Context: an optimization exercise on an open-source flow, tuned for small area and a short achievable clock period. The choices shown serve that exercise and are no tape-out recipe. The clock port is modelled as an ideal driver, which makes a skipped or thinned clock tree look cheaper than it is; a real chip needs a root buffer or a tree. Power and IR drop assume default switching activity.

Setup of job 101:
==> module data_memory_responder, before the edit <==
module data_memory_responder #(
    parameter int DEPTH_LOG2 = 6,
    parameter int LATENCY    = 2
) (
    input  logic        clk,
    input  logic        reset,
    input  logic        req,
    input  logic        we,
    input  logic [31:0] addr,
    input  logic [31:0] wdata,
    output logic        ready,
    output logic [31:0] rdata,
    output logic        err,
    output logic        busy
);
    localparam int N   = 64;    
    localparam int NWT = 16;    
    localparam int NRT = 22;    
    logic unused_addr_bits;
    assign unused_addr_bits = &{1'b0, addr[31:8], LATENCY[0], DEPTH_LOG2[0]};
    logic busy_q, idle_q, a0, a1, a2, ready_q;
    logic acc;
    assign acc = reset && idle_q && req;
    always_ff @(posedge clk or negedge reset) begin
        if (!reset) begin
            busy_q  <= 1'b0;
            idle_q  <= 1'b1;
            a0      <= 1'b0;
            a1      <= 1'b0;
            a2      <= 1'b0;
            ready_q <= 1'b0;
        end else begin
            busy_q  <= busy_q ? !ready_q : req;
            idle_q  <= busy_q ? ready_q : !req;
            a0      <= idle_q && req;
            a1      <= a0;
            a2      <= a1;
            ready_q <= a2;
        end
    end
    logic        lat_we;
    logic [7:0]  lat_addr;
    logic [31:0] lat_wdata;
    logic        err_q;
    always_ff @(posedge clk) begin
        if (idle_q) begin
            lat_we    <= we;
            lat_addr  <= addr[7:0];
            lat_wdata <= wdata;
            err_q     <= (addr[1:0] != 2'b00);
        end
    end
    logic [5:0] ph;
    always_ff @(posedge clk) ph <= ph + 6'd1;
    logic [5:0] pos_new, pos_lat;
    logic       st_new, st_lat, ld_new, ld_lat, mis;
    assign pos_new = addr[7:2] + ph;
    assign pos_lat = lat_addr[7:2] + ph;
    assign st_new = acc && we && addr[1:0] == 2'b00;
    assign st_lat = (a0 || a1 || a2) && lat_we && lat_addr[1:0] == 2'b00;
    assign ld_new = acc && !we && addr[1:0] == 2'b00;
    assign ld_lat = (a0 || a1) && !lat_we && lat_addr[1:0] == 2'b00;
    assign mis = acc && addr[1:0] != 2'b00;
    logic hit_new, hit_lat;
    always_comb begin
        hit_new = 1'b0;
        hit_lat = 1'b0;
        for (int j = 0; j < NRT; j++) begin
            hit_new = hit_new || pos_new == 6'(3*j - 1);
            hit_lat = hit_lat || pos_lat == 6'(3*j - 1);
        end
    end
    logic [NWT-1:0] wen;
    always_ff @(posedge clk) begin
        for (int j = 0; j < NWT; j++)
            wen[j] <= (st_new && pos_new == 6'(4*j - 2)) || (st_lat && pos_lat == 6'(4*j - 2));
    end
    logic [31:0] ring [N];
    always_ff @(posedge clk) begin
        for (int p = 0; p < N; p++) begin
            if (p % 4 == 0 && wen[p/4]) ring[p] <= lat_wdata;
            else                        ring[p] <= ring[(p + N - 1) % N];
        end
    end
    logic [NRT-1:0] rsel;
    logic           cap;
    always_ff @(posedge clk) begin
        for (int j = 0; j < NRT; j++)
            rsel[j] <= (ld_new && pos_new == 6'(3*j - 1)) || (ld_lat && pos_lat == 6'(3*j - 1));
    end
    always_ff @(posedge clk or negedge reset) begin
        if (!reset) cap <= 1'b0;
        else        cap <= mis || (ld_new && hit_new) || (ld_lat && hit_lat);
    end
    logic [31:0] rd_mux;
    always_comb begin
        rd_mux = 32'h0;
        for (int j = 0; j < NRT; j++) rd_mux = rd_mux | ({32{rsel[j]}} & ring[3*j]);
    end
    logic        clr;
    logic [31:0] rdata_q;
    always_ff @(posedge clk or negedge reset) begin
        if (!reset) clr <= 1'b1;
        else        clr <= 1'b0;
    end
    always_ff @(posedge clk) begin
        if (clr)      rdata_q <= 32'h0;
        else if (cap) rdata_q <= rd_mux;
    end
    assign ready = ready_q;
    assign busy  = busy_q;
    assign rdata = rdata_q;
    assign err   = err_q;
endmodule
Settings: LEC_CHECK=0, CAP_MARGIN=20, CORE_MARGIN=2, CORE_UTILIZATION=60, CTS_CLUSTER_DIAMETER=80, CTS_CLUSTER_SIZE=30, SETUP_SLACK_MARGIN=2.5, SLEW_MARGIN=20; clock period 4.5 ns.
run.sh (not shown) runs the stock make flow with config.mk's settings and CLKGATE_MAP_FILE= SYNTH_SCRIPT=/design/flow/synth_recipe.tcl, a recipe that flattens the netlist after the stock synthesis.
For job 102, these inputs were changed with respect to job 101:
--- a/flow/design.v
+++ b/flow/design.v
@@ -53,26 +53,17 @@
     logic [5:0] ph;
     always_ff @(posedge clk) ph <= ph + 6'd1;
-    logic [5:0] pos_new, pos_lat;
-    logic       st_new, st_lat, ld_new, ld_lat, mis;
+    logic [5:0] pos_new, pos_lat, pos;
+    logic       st, ld, mis;
     assign pos_new = addr[7:2] + ph;
     assign pos_lat = lat_addr[7:2] + ph;
-    assign st_new = acc && we && addr[1:0] == 2'b00;
-    assign st_lat = (a0 || a1 || a2) && lat_we && lat_addr[1:0] == 2'b00;
-    assign ld_new = acc && !we && addr[1:0] == 2'b00;
-    assign ld_lat = (a0 || a1) && !lat_we && lat_addr[1:0] == 2'b00;
+    assign pos     = idle_q ? pos_new : pos_lat;
+    assign st  = idle_q ? (acc && we && addr[1:0] == 2'b00)
+                        : ((a0 || a1 || a2) && lat_we && lat_addr[1:0] == 2'b00);
+    assign ld  = idle_q ? (acc && !we && addr[1:0] == 2'b00)
+                        : ((a0 || a1) && !lat_we && lat_addr[1:0] == 2'b00);
     assign mis = acc && addr[1:0] != 2'b00;
-    logic hit_new, hit_lat;
-    always_comb begin
-        hit_new = 1'b0;
-        hit_lat = 1'b0;
-        for (int j = 0; j < NRT; j++) begin
-            hit_new = hit_new || pos_new == 6'(3*j - 1);
-            hit_lat = hit_lat || pos_lat == 6'(3*j - 1);
-        end
-    end
     logic [NWT-1:0] wen;
     always_ff @(posedge clk) begin
-        for (int j = 0; j < NWT; j++)
-            wen[j] <= (st_new && pos_new == 6'(4*j - 2)) || (st_lat && pos_lat == 6'(4*j - 2));
+        for (int j = 0; j < NWT; j++) wen[j] <= st && pos == 6'(4*j - 2);
     end
     logic [31:0] ring [N];
@@ -86,10 +77,9 @@
     logic           cap;
     always_ff @(posedge clk) begin
-        for (int j = 0; j < NRT; j++)
-            rsel[j] <= (ld_new && pos_new == 6'(3*j - 1)) || (ld_lat && pos_lat == 6'(3*j - 1));
+        for (int j = 0; j < NRT; j++) rsel[j] <= ld && pos == 6'(3*j - 1);
     end
     always_ff @(posedge clk or negedge reset) begin
         if (!reset) cap <= 1'b0;
-        else        cap <= mis || (ld_new && hit_new) || (ld_lat && hit_lat);
+        else        cap <= mis || (ld && (pos % 3 == 2 || pos == 6'd63));
     end
     logic [31:0] rd_mux;
### Flow results
Complete run, failing final checks: job 102, reason setup timing. Via count: job 102 lower than job 101. In job 102 the total of fill cells in the finished design turned out about 3% lower than in job 101. Final instance area shrinks slightly when moving from job 101 to job 102. Max post-synthesis cell type count across job 101 and job 102: job 101. Compared with job 101, job 102 degrades overall power of the completed layout. Looking at portion of total power attributed to sequential cells across job 101 and job 102, the one that comes out lower is job 102. Job 102 vs. job 101: detailed-routing iteration count for the pre-antenna-repair pass went down by 2.
No functional check of the RTL was part of any run of this note.

========
data_memory_responder, a different RTL version from the one above (not shown whole).
Size in the first run: about 3600 cells after synthesis, about 0.056 sq mm of cells after synthesis.
==> module data_memory_responder, before the edit <==
module data_memory_responder #(
    parameter int DEPTH_LOG2 = 6,
    parameter int LATENCY    = 2
) (
    input  logic        clk,
    input  logic        reset,
    input  logic        req,
    input  logic        we,
    input  logic [31:0] addr,
    input  logic [31:0] wdata,
    output logic        ready,
    output logic [31:0] rdata,
    output logic        err,
    output logic        busy
);
    localparam int NRING = 8;
    localparam int RLEN  = 8;
    logic unused_addr_bits;
    assign unused_addr_bits = &{1'b0, addr[31:8], LATENCY[0], DEPTH_LOG2[0]};
    logic busy_q, a0, a1, a2, ready_q;
    logic idle_q;     
    always_ff @(posedge clk or negedge reset) begin
        if (!reset) begin
            busy_q  <= 1'b0;
            idle_q  <= 1'b1;
            a0      <= 1'b0;
            a1      <= 1'b0;
            a2      <= 1'b0;
            ready_q <= 1'b0;
        end else begin
            busy_q  <= busy_q ? !ready_q : req;
            idle_q  <= busy_q ? ready_q : !req;
            a0      <= idle_q && req;
            a1      <= a0;
            a2      <= a1;
            ready_q <= a2;
        end
    end
    logic             lat_we;
    logic [1:0]       lat_addr;
    logic [31:0]      lat_wdata;
    logic [NRING-1:0] ring_oh;
    logic             err_q;
    always_ff @(posedge clk) begin
        if (idle_q) begin
            lat_we    <= we;
            lat_addr  <= addr[1:0];
            lat_wdata <= wdata;
            for (int r = 0; r < NRING; r++) ring_oh[r] <= (addr[7:5] == 3'(r));
        end
    end
    always_ff @(posedge clk) err_q <= (lat_addr[1:0] != 2'b00);
    logic [2:0] ph;
    always_ff @(posedge clk) ph <= ph + 3'd1;
    logic [2:0]      pos_new;
    logic [RLEN-1:0] lpos;
    logic            al_new, al_lat;
    assign pos_new = addr[4:2] + ph;
    always_ff @(posedge clk) begin
        if (idle_q) begin
            for (int p = 0; p < RLEN; p++) lpos[p] <= (pos_new + 3'd1 == 3'(p));
        end else begin
            lpos <= {lpos[RLEN-2:0], lpos[RLEN-1]};
        end
    end
    assign al_new  = (addr[1:0] == 2'b00);
    assign al_lat  = (lat_addr[1:0] == 2'b00);
    logic             st_new, st_lat;
    logic [NRING-1:0] wen0, wen4;
    assign st_new = reset && req && we && al_new;
    assign st_lat = (a0 || a1 || a2) && lat_we && al_lat;
    always_ff @(posedge clk) begin
        for (int r = 0; r < NRING; r++) begin
            wen0[r] <= idle_q ? (st_new && addr[7:5] == 3'(r) && pos_new == 3'd6)
                              : (st_lat && ring_oh[r] && lpos[6]);
            wen4[r] <= idle_q ? (st_new && addr[7:5] == 3'(r) && pos_new == 3'd2)
                              : (st_lat && ring_oh[r] && lpos[2]);
        end
    end
    logic [31:0] ring [NRING][RLEN];
    for (genvar r = 0; r < NRING; r++) begin : g_ring
        always_ff @(posedge clk) begin
            for (int p = 0; p < RLEN; p++) begin
                if (p == 0)      ring[r][p] <= wen0[r] ? lat_wdata : ring[r][RLEN-1];
                else if (p == 4) ring[r][p] <= wen4[r] ? lat_wdata : ring[r][p-1];
                else             ring[r][p] <= ring[r][p-1];
            end
        end
    end
    logic             ld_new, ld_lat, hit_new, hit_lat;
    logic [NRING-1:0] rsel0, rsel3, rsel6;
    logic             cap;
    assign ld_new  = req && !we && al_new;
    assign ld_lat  = (a0 || a1) && !lat_we && al_lat;
    assign hit_new = (pos_new == 3'd7) || (pos_new == 3'd2) || (pos_new == 3'd5);
    assign hit_lat = lpos[7] || lpos[2] || lpos[5];
    always_ff @(posedge clk) begin
        for (int r = 0; r < NRING; r++) begin
            rsel0[r] <= idle_q ? (ld_new && addr[7:5] == 3'(r) && pos_new == 3'd7)
                               : (ld_lat && ring_oh[r] && lpos[7]);
            rsel3[r] <= idle_q ? (ld_new && addr[7:5] == 3'(r) && pos_new == 3'd2)
                               : (ld_lat && ring_oh[r] && lpos[2]);
            rsel6[r] <= idle_q ? (ld_new && addr[7:5] == 3'(r) && pos_new == 3'd5)
                               : (ld_lat && ring_oh[r] && lpos[5]);
        end
    end
    always_ff @(posedge clk or negedge reset) begin
        if (!reset) cap <= 1'b0;
        else        cap <= idle_q ? (req && (!al_new || (!we && hit_new)))
                                  : (ld_lat && hit_lat);
    end
    logic [31:0] rd_mux;
    always_comb begin
        rd_mux = 32'h0;
        for (int r = 0; r < NRING; r++) begin
            rd_mux = rd_mux | ({32{rsel0[r]}} & ring[r][0]) | ({32{rsel3[r]}} & ring[r][3]) |
                     ({32{rsel6[r]}} & ring[r][6]);
        end
    end
    logic        clr;
    logic [31:0] rdata_q;
    always_ff @(posedge clk or negedge reset) begin
        if (!reset) clr <= 1'b1;
        else        clr <= 1'b0;
    end
    always_ff @(posedge clk) begin
        if (clr)      rdata_q <= 32'h0;
        else if (cap) rdata_q <= rd_mux;
    end
    assign ready = ready_q;
    assign busy  = busy_q;
    assign rdata = rdata_q;
    assign err   = err_q;
endmodule
Settings: LEC_CHECK=0, CAP_MARGIN=20, CORE_MARGIN=2, CORE_UTILIZATION=60, SETUP_SLACK_MARGIN=2.6, SLEW_MARGIN=20; clock period 4.5 ns.
standard.sh (not shown) runs the stock make flow with config.mk's settings and CLKGATE_MAP_FILE= SYNTH_SCRIPT=/design/flow/synth_recipe.tcl, a recipe that flattens the netlist after the stock synthesis.
==> flow/flow/run.sh <==
#!/bin/bash
# Layout flow: the standard ORFS flow (standard.sh), with the clock tree
# built by flow/pre_cts.tcl (a two-level balanced tree) instead of TritonCTS.
# The whole make/ORFS output goes to standard_flow.log in the work folder;
# ORFS also keeps each step's own log under orfs/logs/.
set -euo pipefail
export PRE_CTS_TCL="$PWD/flow/pre_cts.tcl"
bash standard.sh > standard_flow.log 2>&1
Other scripts of this flow, unchanged in this note and not shown: flow/flow/my_tree.tcl, flow/flow/pre_cts.tcl
Edit:
--- a/flow/design.v
+++ b/flow/design.v
@@ -26,12 +26,12 @@
             a0      <= 1'b0;
             a1      <= 1'b0;
             a2      <= 1'b0;
             ready_q <= 1'b0;
         end else begin
-            busy_q  <= busy_q ? !ready_q : req;
-            idle_q  <= busy_q ? ready_q : !req;
+            busy_q  <= (idle_q && req) || a0 || a1 || a2;
+            idle_q  <= !((idle_q && req) || a0 || a1 || a2);
             a0      <= idle_q && req;
             a1      <= a0;
             a2      <= a1;
             ready_q <= a2;
         end
@@ -48,37 +48,38 @@
             lat_wdata <= wdata;
             for (int r = 0; r < NRING; r++) ring_oh[r] <= (addr[7:5] == 3'(r));
         end
     end
     always_ff @(posedge clk) err_q <= (lat_addr[1:0] != 2'b00);
-    logic [2:0] ph;
-    always_ff @(posedge clk) ph <= ph + 3'd1;
-    logic [2:0]      pos_new;
-    logic [RLEN-1:0] lpos;
+    logic [2:0]      ph;
+    logic [RLEN-1:0] phoh;
+    always_ff @(posedge clk) begin
+        ph <= ph + 3'd1;
+        for (int i = 0; i < RLEN; i++) phoh[i] <= (ph + 3'd1 == 3'(i));
+    end
+    logic [RLEN-1:0] slot_new, pos_new, lpos;
     logic            al_new, al_lat;
-    assign pos_new = addr[4:2] + ph;
+    always_comb begin
+        for (int i = 0; i < RLEN; i++) slot_new[i] = (addr[4:2] == 3'(i));
+        for (int k = 0; k < RLEN; k++) begin
+            pos_new[k] = 1'b0;
+            for (int i = 0; i < RLEN; i++)
+                pos_new[k] = pos_new[k] || (slot_new[i] && phoh[(k - i) & (RLEN - 1)]);
+        end
+    end
     always_ff @(posedge clk) begin
-        if (idle_q) begin
-            for (int p = 0; p < RLEN; p++) lpos[p] <= (pos_new + 3'd1 == 3'(p));
-        end else begin
-            lpos <= {lpos[RLEN-2:0], lpos[RLEN-1]};
-        end
+        if (idle_q) lpos <= {pos_new[RLEN-2:0], pos_new[RLEN-1]};
+        else        lpos <= {lpos[RLEN-2:0], lpos[RLEN-1]};
     end
     assign al_new  = (addr[1:0] == 2'b00);
     assign al_lat  = (lat_addr[1:0] == 2'b00);
-    logic             st_new, st_lat;
+    logic             p3, st_lat;
     logic [NRING-1:0] wen0, wen4;
-    assign st_new = reset && req && we && al_new;
-    assign st_lat = (a0 || a1 || a2) && lat_we && al_lat;
-    always_ff @(posedge clk) begin
-        for (int r = 0; r < NRING; r++) begin
-            wen0[r] <= idle_q ? (st_new && addr[7:5] == 3'(r) && pos_new == 3'd6)
-                              : (st_lat && ring_oh[r] && lpos[6]);
-            wen4[r] <= idle_q ? (st_new && addr[7:5] == 3'(r) && pos_new == 3'd2)
-                              : (st_lat && ring_oh[r] && lpos[2]);
-        end
-    end
+    always_ff @(posedge clk) p3 <= a2;
+    assign st_lat = (a0 || a1 || a2 || p3) && lat_we && al_lat;
+    assign wen0   = {NRING{st_lat && lpos[7]}} & ring_oh;
+    assign wen4   = {NRING{st_lat && lpos[3]}} & ring_oh;
     logic [31:0] ring [NRING][RLEN];
     for (genvar r = 0; r < NRING; r++) begin : g_ring
         always_ff @(posedge clk) begin
             for (int p = 0; p < RLEN; p++) begin
                 if (p == 0)      ring[r][p] <= wen0[r] ? lat_wdata : ring[r][RLEN-1];
@@ -90,19 +91,19 @@
     logic             ld_new, ld_lat, hit_new, hit_lat;
     logic [NRING-1:0] rsel0, rsel3, rsel6;
     logic             cap;
     assign ld_new  = req && !we && al_new;
     assign ld_lat  = (a0 || a1) && !lat_we && al_lat;
-    assign hit_new = (pos_new == 3'd7) || (pos_new == 3'd2) || (pos_new == 3'd5);
+    assign hit_new = (pos_new[7]) || (pos_new[2]) || (pos_new[5]);
     assign hit_lat = lpos[7] || lpos[2] || lpos[5];
     always_ff @(posedge clk) begin
         for (int r = 0; r < NRING; r++) begin
-            rsel0[r] <= idle_q ? (ld_new && addr[7:5] == 3'(r) && pos_new == 3'd7)
+            rsel0[r] <= idle_q ? (ld_new && addr[7:5] == 3'(r) && pos_new[7])
                                : (ld_lat && ring_oh[r] && lpos[7]);
-            rsel3[r] <= idle_q ? (ld_new && addr[7:5] == 3'(r) && pos_new == 3'd2)
+            rsel3[r] <= idle_q ? (ld_new && addr[7:5] == 3'(r) && pos_new[2])
                                : (ld_lat && ring_oh[r] && lpos[2]);
-            rsel6[r] <= idle_q ? (ld_new && addr[7:5] == 3'(r) && pos_new == 3'd5)
+            rsel6[r] <= idle_q ? (ld_new && addr[7:5] == 3'(r) && pos_new[5])
                                : (ld_lat && ring_oh[r] && lpos[5]);
         end
     end
     always_ff @(posedge clk or negedge reset) begin
         if (!reset) cap <= 1'b0;
What happened:
- The changed run completed without violations
- hold slack loses 0.0053 ns
- total power went up by a quarter to a third
- area after synthesis went up slightly
- sequential power went up by a quarter to a third
- wire length went up by roughly a tenth
- combinational power went up to 7.8 times its value
- via count went up by a little under a tenth
- global-route usage went up by 3.6 points
No run of this note included a check of the RTL's function; only the layout flow was run. In every run of this note, the design's own scripts or RTL, not TritonCTS, make the clock network.

==> static timing again, ports no longer ideal <==
How much do the figures lean on ideal ports? The routed layouts below were timed once more, with nothing changed but the port constraints. Step 1: set_driving_cell puts a clkbuf_16 on clk and a buf_2 on each other input, an assumption about the parent block. Step 2, shift: input delay + t, output delay - t, t = (earliest + latest rising clock arrival at the registers) / 2. This alone moves slack from input paths to output paths. a / b / c = no drivers / after step 1 / after step 2; a / b = the first two.
| run | shift t [ns] | setup WS [ns] | cell pins on the clock port's net |
|---|---|---|---|
| job 101 | 0.740 | 1.750 / 1.750 / 1.266 | 1 |
| job 102 | 0.746 | -0.389 / -0.389 / -1.011 | 1 |
| the first run of note 2 | 0.677 | 2.480 / 2.375 / 1.935 | 4 |
| the second run of note 2 | 0.690 | 2.238 / 2.238 / 2.065 | 4 |
The setup slack of job 102, which loses most, moves by 0.000 ns with the drivers and by -0.622 ns with both steps.
